This is an optimization exercise on Yosys and OpenROAD, whose aim is small area and a short achievable clock period, not a production implementation.
RTL that was checked went through simulation tests only; none was proved equivalent to the original.
Power figures rest on the tool's default switching activity, not on a simulated workload.

==> inputs of job 2329 <==
## neoPixelTop
module neoPixelTop (
  input  wire                             busClk,
  input  wire                             arstN,
  input  wire [neoBusPkg::addrWidth-1:0]  busAddr,
  input  wire [neoBusPkg::dataWidth-1:0]  busDataIn,
  input  wire                             busWrite,
  input  wire                             busRead,
  output logic [neoBusPkg::dataWidth-1:0] busDataOut,
  output wire                             busReady,
  output logic                            neoData
);
Settings: LEC_CHECK=0, CAP_MARGIN=20, CORE_MARGIN=2, CORE_UTILIZATION=60, PLACE_DENSITY=0.7, SETUP_SLACK_MARGIN=3.5, SLEW_MARGIN=20, TNS_END_PERCENT=100; clock period 6.0 ns.
run.sh (not shown) runs the stock make flow with config.mk's settings and CLKGATE_MAP_FILE= SYNTH_SCRIPT=/design/flow/synth_recipe.tcl, a recipe that flattens the netlist after the stock synthesis.
==> job 2323 (differences from job 2329) <==
--- a/flow/design.v
+++ b/flow/design.v
@@ -46,13 +46,13 @@
   input  wire                             arstN,
   input  wire [neoBusPkg::addrWidth-1:0]  busAddr,
   input  wire [neoBusPkg::dataWidth-1:0]  busDataIn,
   input  wire                             busWrite,
   input  wire                             busRead,
   output logic [neoBusPkg::dataWidth-1:0] busDataOut,
-  output wire                             busReady,
+  output logic                            busReady,
   output logic                            neoData
 );
   logic [1:0] region;
   logic [3:0] regIx;
   logic       wrVirtual;
   logic       wrDelta;
@@ -71,25 +71,25 @@
   logic        ctrlRun;
   logic        ctrlLoop;
   logic        ctrl32;
   logic        frameDone;
   logic        regRun;
   logic        busy;
-  assign busReady = ~virtualPending;
+  always_ff @(posedge busClk) busReady <= ~wrVirtual;  
   assign regRun = ctrlRun & ~frameDone;  
   always_ff @(posedge busClk or negedge arstN) begin
     if (!arstN) begin
       virtualPending <= 1'b0;
       regMax    <= '0;
       ctrlInit  <= 1'b0;
       ctrlLimit <= 1'b0;
       ctrlRun   <= 1'b0;
       ctrlLoop  <= 1'b0;
       ctrl32    <= 1'b0;
     end else begin
-      virtualPending <= wrVirtual;  
+      virtualPending <= wrVirtual;
       if (frameDone) ctrlRun <= ctrlLoop;  
       if (ctrlInit) begin
         ctrlInit  <= 1'b0;
         ctrlLimit <= 1'b0;
         ctrlRun   <= 1'b0;
         ctrlLoop  <= 1'b0;
@@ -128,66 +128,86 @@
   end
   logic [7:0]       deltaLow;
   logic [63:0][7:0] deltaMem;
   logic [5:0]       deltaRdAddr;
   logic [3:0][7:0]  deltaCand;    
   logic [1:0]       deltaSel;
+  logic [7:0]       deltaWrHiN;   
+  logic [7:0]       deltaWrLoN;   
+  logic             deltaFwdHit;  
+  logic [7:0]       deltaFwdData;
   logic [7:0]       deltaWord;
   logic [1:0]       virtualChan;
   logic [7:0]       mappedIx;
   assign deltaRdAddr = ctrl32 ? busAddr[7:2] : busAddr[5:0];
   always_ff @(posedge busClk) begin
     if (wrDelta && !busAddr[0]) deltaLow <= busDataIn;  
     for (int i = 0; i < 64; i++) begin
-      if (wrDelta && busAddr[0] && busAddr[6:1] == 6'(i)) deltaMem[i] <= deltaLow;
+      if (!(deltaWrHiN[i / 8] || deltaWrLoN[i % 8])) deltaMem[i] <= deltaLow;
     end
-    for (int k = 0; k < 4; k++) deltaCand[k] <= deltaRd[k];
-    deltaSel    <= deltaRdAddr[5:4];
-    virtualChan <= busAddr[1:0];
+    for (int i = 0; i < 8; i++) deltaWrLoN[i] <= busAddr[3:1] != 3'(i);
+    for (int k = 0; k < 4; k++) deltaCand[k] <= deltaMem[{2'(k), deltaRdAddr[3:0]}];
+    deltaSel     <= deltaRdAddr[5:4];
+    deltaFwdHit  <= !(deltaWrHiN[deltaRdAddr[5:3]] || deltaWrLoN[deltaRdAddr[2:0]]);
+    deltaFwdData <= deltaLow;
+    virtualChan  <= busAddr[1:0];
   end
-  assign deltaWord = deltaCand[deltaSel];
-  logic [3:0][7:0] deltaRd;
-  always_comb begin
-    deltaRd = '0;
-    for (int k = 0; k < 4; k++)
-      for (int i = 0; i < 16; i++)
-        deltaRd[k] = deltaRd[k] | ({8{deltaRdAddr[3:0] == 4'(i)}} & deltaMem[16*k + i]);
+  always_ff @(posedge busClk or negedge arstN) begin
+    if (!arstN) begin
+      deltaWrHiN <= '1;
+    end else begin
+      for (int i = 0; i < 8; i++) deltaWrHiN[i] <= !(wrDelta && busAddr[0] && busAddr[6:4] == 3'(i));
+    end
   end
+  assign deltaWord = deltaFwdHit ? deltaFwdData : deltaCand[deltaSel];
   assign mappedIx  = ctrl32 ? {deltaWord[7:2], virtualChan} : deltaWord;
-  logic        pixWrEn;
-  logic [7:0]  pixWrAddr;
+  logic [7:0]  pixWrAddrN;
+  logic        pixWrEnN;
+  logic [15:0] pixWrHiN;    
+  logic [15:0] pixWrLoN;    
+  logic        fwdHit;      
+  logic [7:0]  fwdData;
   logic [7:0]  pixWrData;
   logic [255:0][7:0] pixMem;
   logic [7:0]  ix;
-  logic [3:0][7:0] cand;    
-  logic [1:0]  candSel;
+  logic [31:0] ixSel;       
+  logic [7:0][7:0] cand;    
+  logic [7:0][7:0] pixRd;
+  logic [2:0]  candSel;
   logic [7:0]  pixelByte;
+  assign pixWrEnN   = virtualPending || wrRaw;
+  assign pixWrAddrN = virtualPending ? mappedIx : busAddr[7:0];
   always_ff @(posedge busClk or negedge arstN) begin
-    if (!arstN) pixWrEn <= 1'b0;
-    else        pixWrEn <= virtualPending || wrRaw;
+    if (!arstN) begin
+      pixWrHiN <= '1;
+    end else begin
+      for (int i = 0; i < 16; i++) pixWrHiN[i] <= !(pixWrEnN && pixWrAddrN[7:4] == 4'(i));
+    end
   end
   always_ff @(posedge busClk) begin
-    pixWrAddr <= virtualPending ? mappedIx : busAddr[7:0];
     pixWrData <= busDataIn;
+    for (int i = 0; i < 16; i++) pixWrLoN[i] <= pixWrAddrN[3:0] != 4'(i);
     for (int i = 0; i < 256; i++) begin
-      if (pixWrEn && pixWrAddr == 8'(i)) pixMem[i] <= pixWrData;
-    end
-    for (int k = 0; k < 4; k++) begin
-      if (pixWrEn && pixWrAddr == {2'(k), ix[5:0]}) cand[k] <= pixWrData;
-      else cand[k] <= pixRd[k];
+      if (!(pixWrHiN[i / 16] || pixWrLoN[i % 16])) pixMem[i] <= pixWrData;
     end
-    candSel <= ix[7:6];
   end
-  assign pixelByte = cand[candSel];
-  logic [3:0][7:0] pixRd;
   always_comb begin
-    pixRd = '0;
-    for (int k = 0; k < 4; k++)
-      for (int i = 0; i < 64; i++)
-        pixRd[k] = pixRd[k] | ({8{ix[5:0] == 6'(i)}} & pixMem[64*k + i]);
+    for (int k = 0; k < 8; k++) begin
+      pixRd[k] = '0;
+      for (int m = 0; m < 4; m++)
+        for (int l = 0; l < 8; l++)
+          pixRd[k] = pixRd[k] | ({8{ixSel[8*m + l]}} & pixMem[32*k + 8*m + l]);
+    end
+  end
+  always_ff @(posedge busClk) begin
+    cand    <= pixRd;
+    candSel <= ix[7:5];
+    fwdHit  <= !(pixWrHiN[ix[7:4]] || pixWrLoN[ix[3:0]]);
+    fwdData <= pixWrData;
   end
+  assign pixelByte = fwdHit ? fwdData : cand[candSel];
   typedef enum logic [1:0] {fIdle, fFetch, fWait} fetchState;
   fetchState fState;
   logic [2:0] credits;    
   logic readPending;      
   logic lastPending;
   logic atLast;
@@ -197,32 +217,37 @@
   assign issue  = fState == fFetch && regRun && credits != 3'd0 && !readPending;
   assign busy   = fState != fIdle;
   always_ff @(posedge busClk or negedge arstN) begin
     if (!arstN) begin
       fState      <= fIdle;
       ix          <= '0;
+      ixSel       <= 32'd1;
       credits     <= 3'd4;
       readPending <= 1'b0;
       lastPending <= 1'b0;
     end else begin
       readPending <= issue;
       if (issue) lastPending <= atLast;
       credits <= credits - {2'b00, issue} + {2'b00, fifoCredit};
       case (fState)
         fIdle: begin
           if (regRun) begin
             fState <= fFetch;
             ix     <= '0;
+            ixSel  <= 32'd1;
           end
         end
         fFetch: begin
           if (!regRun) begin
             fState <= fIdle;  
           end else if (issue) begin
             if (atLast) fState <= fWait;
-            else ix <= ix + 1'b1;
+            else begin
+              ix    <= ix + 1'b1;
+              ixSel <= {ixSel[30:0], ixSel[31]};
+            end
           end
         end
         default: begin
           if (!regRun) fState <= fIdle;  
         end
       endcase
CTS_CLUSTER_DIAMETER = 90   (was not set)
CTS_CLUSTER_SIZE = 26   (was not set)
SETUP_SLACK_MARGIN = 3.55   (was 3.5)
==> job 6682 (differences from job 2329) <==
--- a/flow/design.v
+++ b/flow/design.v
@@ -46,13 +46,13 @@
   input  wire                             arstN,
   input  wire [neoBusPkg::addrWidth-1:0]  busAddr,
   input  wire [neoBusPkg::dataWidth-1:0]  busDataIn,
   input  wire                             busWrite,
   input  wire                             busRead,
   output logic [neoBusPkg::dataWidth-1:0] busDataOut,
-  output wire                             busReady,
+  output logic                            busReady,
   output logic                            neoData
 );
   logic [1:0] region;
   logic [3:0] regIx;
   logic       wrVirtual;
   logic       wrDelta;
@@ -71,25 +71,25 @@
   logic        ctrlRun;
   logic        ctrlLoop;
   logic        ctrl32;
   logic        frameDone;
   logic        regRun;
   logic        busy;
-  assign busReady = ~virtualPending;
+  always_ff @(posedge busClk) busReady <= ~wrVirtual;  
   assign regRun = ctrlRun & ~frameDone;  
   always_ff @(posedge busClk or negedge arstN) begin
     if (!arstN) begin
       virtualPending <= 1'b0;
       regMax    <= '0;
       ctrlInit  <= 1'b0;
       ctrlLimit <= 1'b0;
       ctrlRun   <= 1'b0;
       ctrlLoop  <= 1'b0;
       ctrl32    <= 1'b0;
     end else begin
-      virtualPending <= wrVirtual;  
+      virtualPending <= wrVirtual;
       if (frameDone) ctrlRun <= ctrlLoop;  
       if (ctrlInit) begin
         ctrlInit  <= 1'b0;
         ctrlLimit <= 1'b0;
         ctrlRun   <= 1'b0;
         ctrlLoop  <= 1'b0;
@@ -137,57 +137,64 @@
   assign deltaRdAddr = ctrl32 ? busAddr[7:2] : busAddr[5:0];
   always_ff @(posedge busClk) begin
     if (wrDelta && !busAddr[0]) deltaLow <= busDataIn;  
     for (int i = 0; i < 64; i++) begin
       if (wrDelta && busAddr[0] && busAddr[6:1] == 6'(i)) deltaMem[i] <= deltaLow;
     end
-    for (int k = 0; k < 4; k++) deltaCand[k] <= deltaRd[k];
+    for (int k = 0; k < 4; k++) deltaCand[k] <= deltaMem[{2'(k), deltaRdAddr[3:0]}];
     deltaSel    <= deltaRdAddr[5:4];
     virtualChan <= busAddr[1:0];
   end
   assign deltaWord = deltaCand[deltaSel];
-  logic [3:0][7:0] deltaRd;
-  always_comb begin
-    deltaRd = '0;
-    for (int k = 0; k < 4; k++)
-      for (int i = 0; i < 16; i++)
-        deltaRd[k] = deltaRd[k] | ({8{deltaRdAddr[3:0] == 4'(i)}} & deltaMem[16*k + i]);
-  end
   assign mappedIx  = ctrl32 ? {deltaWord[7:2], virtualChan} : deltaWord;
-  logic        pixWrEn;
-  logic [7:0]  pixWrAddr;
+  logic [7:0]  pixWrAddrN;
+  logic        pixWrEnN;
+  logic [15:0] pixWrHiN;    
+  logic [15:0] pixWrLoN;    
+  logic        fwdHit;      
+  logic [7:0]  fwdData;
   logic [7:0]  pixWrData;
   logic [255:0][7:0] pixMem;
   logic [7:0]  ix;
+  logic [7:0]  ixLo;        
+  logic [7:0]  ixMid;       
   logic [3:0][7:0] cand;    
+  logic [3:0][7:0] pixRd;
   logic [1:0]  candSel;
   logic [7:0]  pixelByte;
+  assign pixWrEnN   = virtualPending || wrRaw;
+  assign pixWrAddrN = virtualPending ? mappedIx : busAddr[7:0];
   always_ff @(posedge busClk or negedge arstN) begin
-    if (!arstN) pixWrEn <= 1'b0;
-    else        pixWrEn <= virtualPending || wrRaw;
+    if (!arstN) begin
+      pixWrHiN <= '1;
+    end else begin
+      for (int i = 0; i < 16; i++) pixWrHiN[i] <= !(pixWrEnN && pixWrAddrN[7:4] == 4'(i));
+    end
   end
   always_ff @(posedge busClk) begin
-    pixWrAddr <= virtualPending ? mappedIx : busAddr[7:0];
     pixWrData <= busDataIn;
+    for (int i = 0; i < 16; i++) pixWrLoN[i] <= pixWrAddrN[3:0] != 4'(i);
     for (int i = 0; i < 256; i++) begin
-      if (pixWrEn && pixWrAddr == 8'(i)) pixMem[i] <= pixWrData;
+      if (!(pixWrHiN[i / 16] || pixWrLoN[i % 16])) pixMem[i] <= pixWrData;
     end
+  end
+  always_comb begin
     for (int k = 0; k < 4; k++) begin
-      if (pixWrEn && pixWrAddr == {2'(k), ix[5:0]}) cand[k] <= pixWrData;
-      else cand[k] <= pixRd[k];
+      pixRd[k] = '0;
+      for (int m = 0; m < 8; m++)
+        for (int l = 0; l < 8; l++)
+          pixRd[k] = pixRd[k] | ({8{ixMid[m] && ixLo[l]}} & pixMem[64*k + 8*m + l]);
     end
-    candSel <= ix[7:6];
   end
-  assign pixelByte = cand[candSel];
-  logic [3:0][7:0] pixRd;
-  always_comb begin
-    pixRd = '0;
-    for (int k = 0; k < 4; k++)
-      for (int i = 0; i < 64; i++)
-        pixRd[k] = pixRd[k] | ({8{ix[5:0] == 6'(i)}} & pixMem[64*k + i]);
+  always_ff @(posedge busClk) begin
+    cand    <= pixRd;
+    candSel <= ix[7:6];
+    fwdHit  <= !(pixWrHiN[ix[7:4]] || pixWrLoN[ix[3:0]]);
+    fwdData <= pixWrData;
   end
+  assign pixelByte = fwdHit ? fwdData : cand[candSel];
   typedef enum logic [1:0] {fIdle, fFetch, fWait} fetchState;
   fetchState fState;
   logic [2:0] credits;    
   logic readPending;      
   logic lastPending;
   logic atLast;
@@ -197,32 +204,40 @@
   assign issue  = fState == fFetch && regRun && credits != 3'd0 && !readPending;
   assign busy   = fState != fIdle;
   always_ff @(posedge busClk or negedge arstN) begin
     if (!arstN) begin
       fState      <= fIdle;
       ix          <= '0;
+      ixLo        <= 8'd1;
+      ixMid       <= 8'd1;
       credits     <= 3'd4;
       readPending <= 1'b0;
       lastPending <= 1'b0;
     end else begin
       readPending <= issue;
       if (issue) lastPending <= atLast;
       credits <= credits - {2'b00, issue} + {2'b00, fifoCredit};
       case (fState)
         fIdle: begin
           if (regRun) begin
             fState <= fFetch;
             ix     <= '0;
+            ixLo   <= 8'd1;
+            ixMid  <= 8'd1;
           end
         end
         fFetch: begin
           if (!regRun) begin
             fState <= fIdle;  
           end else if (issue) begin
             if (atLast) fState <= fWait;
-            else ix <= ix + 1'b1;
+            else begin
+              ix    <= ix + 1'b1;
+              ixLo  <= {ixLo[6:0], ixLo[7]};
+              if (ixLo[7]) ixMid <= {ixMid[6:0], ixMid[7]};
+            end
           end
         end
         default: begin
           if (!regRun) fState <= fIdle;  
         end
       endcase
CTS_CLUSTER_DIAMETER = 90   (was not set)
CTS_CLUSTER_SIZE = 26   (was not set)
SETUP_SLACK_MARGIN = 3.4   (was 3.5)
==> run summary <==
                                                                     job 6682                   job 2323                   job 2329
Type of element launching the critical path                              flop                       flop                          -
Post-Route Utilization                                                 68.99%                     65.86%                          -
Top power group                                              sequential cells           sequential cells                          -
Static Leak                                                        0.03668 uW                 0.03567 uW                          -
Worst Setup Slack post-DPL                                            1499 ps                    1510 ps                    1315 ps
Run status                                   no timing/DRC/antenna violations  no timing/DRC/antenna violations  aborted with a tool error
Stage where the flow stopped                                                -                          -             global routing
Post-synthesis async set-or-reset flop share                           3.313%                     4.054%                     2.260%
Total negative slack for setup checks                                    0 ps                       0 ps                          -
Uppermost signal routing layer after detailed routing                    met5                       met5                          -
DRT antenna net count                                                       0                          0                          -
Period utilisation layout                                              51.49%                     42.66%                          -
Flip-flop and latch count after synthesis                                2837                       2911                       2788
Xor/xnor cell area share of the yosys netlist                         0.1915%                    0.1493%                    0.2025%
1st-iter DRT viols                                                      16720                      12200                          -
Crit. End Element                                                        flop                 output pin                          -
Cell with the largest stage delay on the worst path    sky130_fd_sc_hd__or4_1  sky130_fd_sc_hd__edfxtp_1                          -
Drt wl/cell                                                          42.32 um                   39.13 um                          -
Actual transition at the worst max-transition pin                     1385 ps                    1243 ps                          -
Seq Cell Count                                                           2837                       2911                          -
Skew-Pair Late Insertion Delay                                         830 ps                     850 ps                          -
CP endpoint                                                  cand[24]$_DFF_P_              busDataOut[1]                          -
Worst Setup Path Type                                            flop to flop         flop to output pin                          -
Cell count after synthesis                                               5933                       5704                       6160
Clock H-tree levels                                                         3                          4                          5
Only the layout flow was run in job 2329 and job 6682; the RTL was not checked for function there.

## port drivers added, routing unchanged
The flow's constraints put no driver on any port. The routed layouts listed below were extracted and timed again, unchanged, in two steps. Step 1, drivers: a clkbuf_16 drives busClk and a buf_2 each remaining input, both assumed. Step 2, shift: input delay + t, output delay - t, t = (earliest + latest rising clock arrival at the registers) / 2. This alone moves slack from input paths to output paths. Three values: no drivers, after step 1, after step 2; two values: the first two.
| run | t (ns) | setup slack, ns | worst setup path at the end | pins driven straight from the clock port |
|---|---|---|---|---|
| job 2323 | 0.916 | 3.441 / 3.349 / 2.693 | input to register | 1 |
| job 6682 | 0.903 | 2.911 / 2.911 / 2.582 | input to register | 1 |
After both steps every run listed still meets setup and hold. The setup slack of job 2323, which loses most, moves by -0.092 ns with the drivers and by -0.748 ns with both steps.
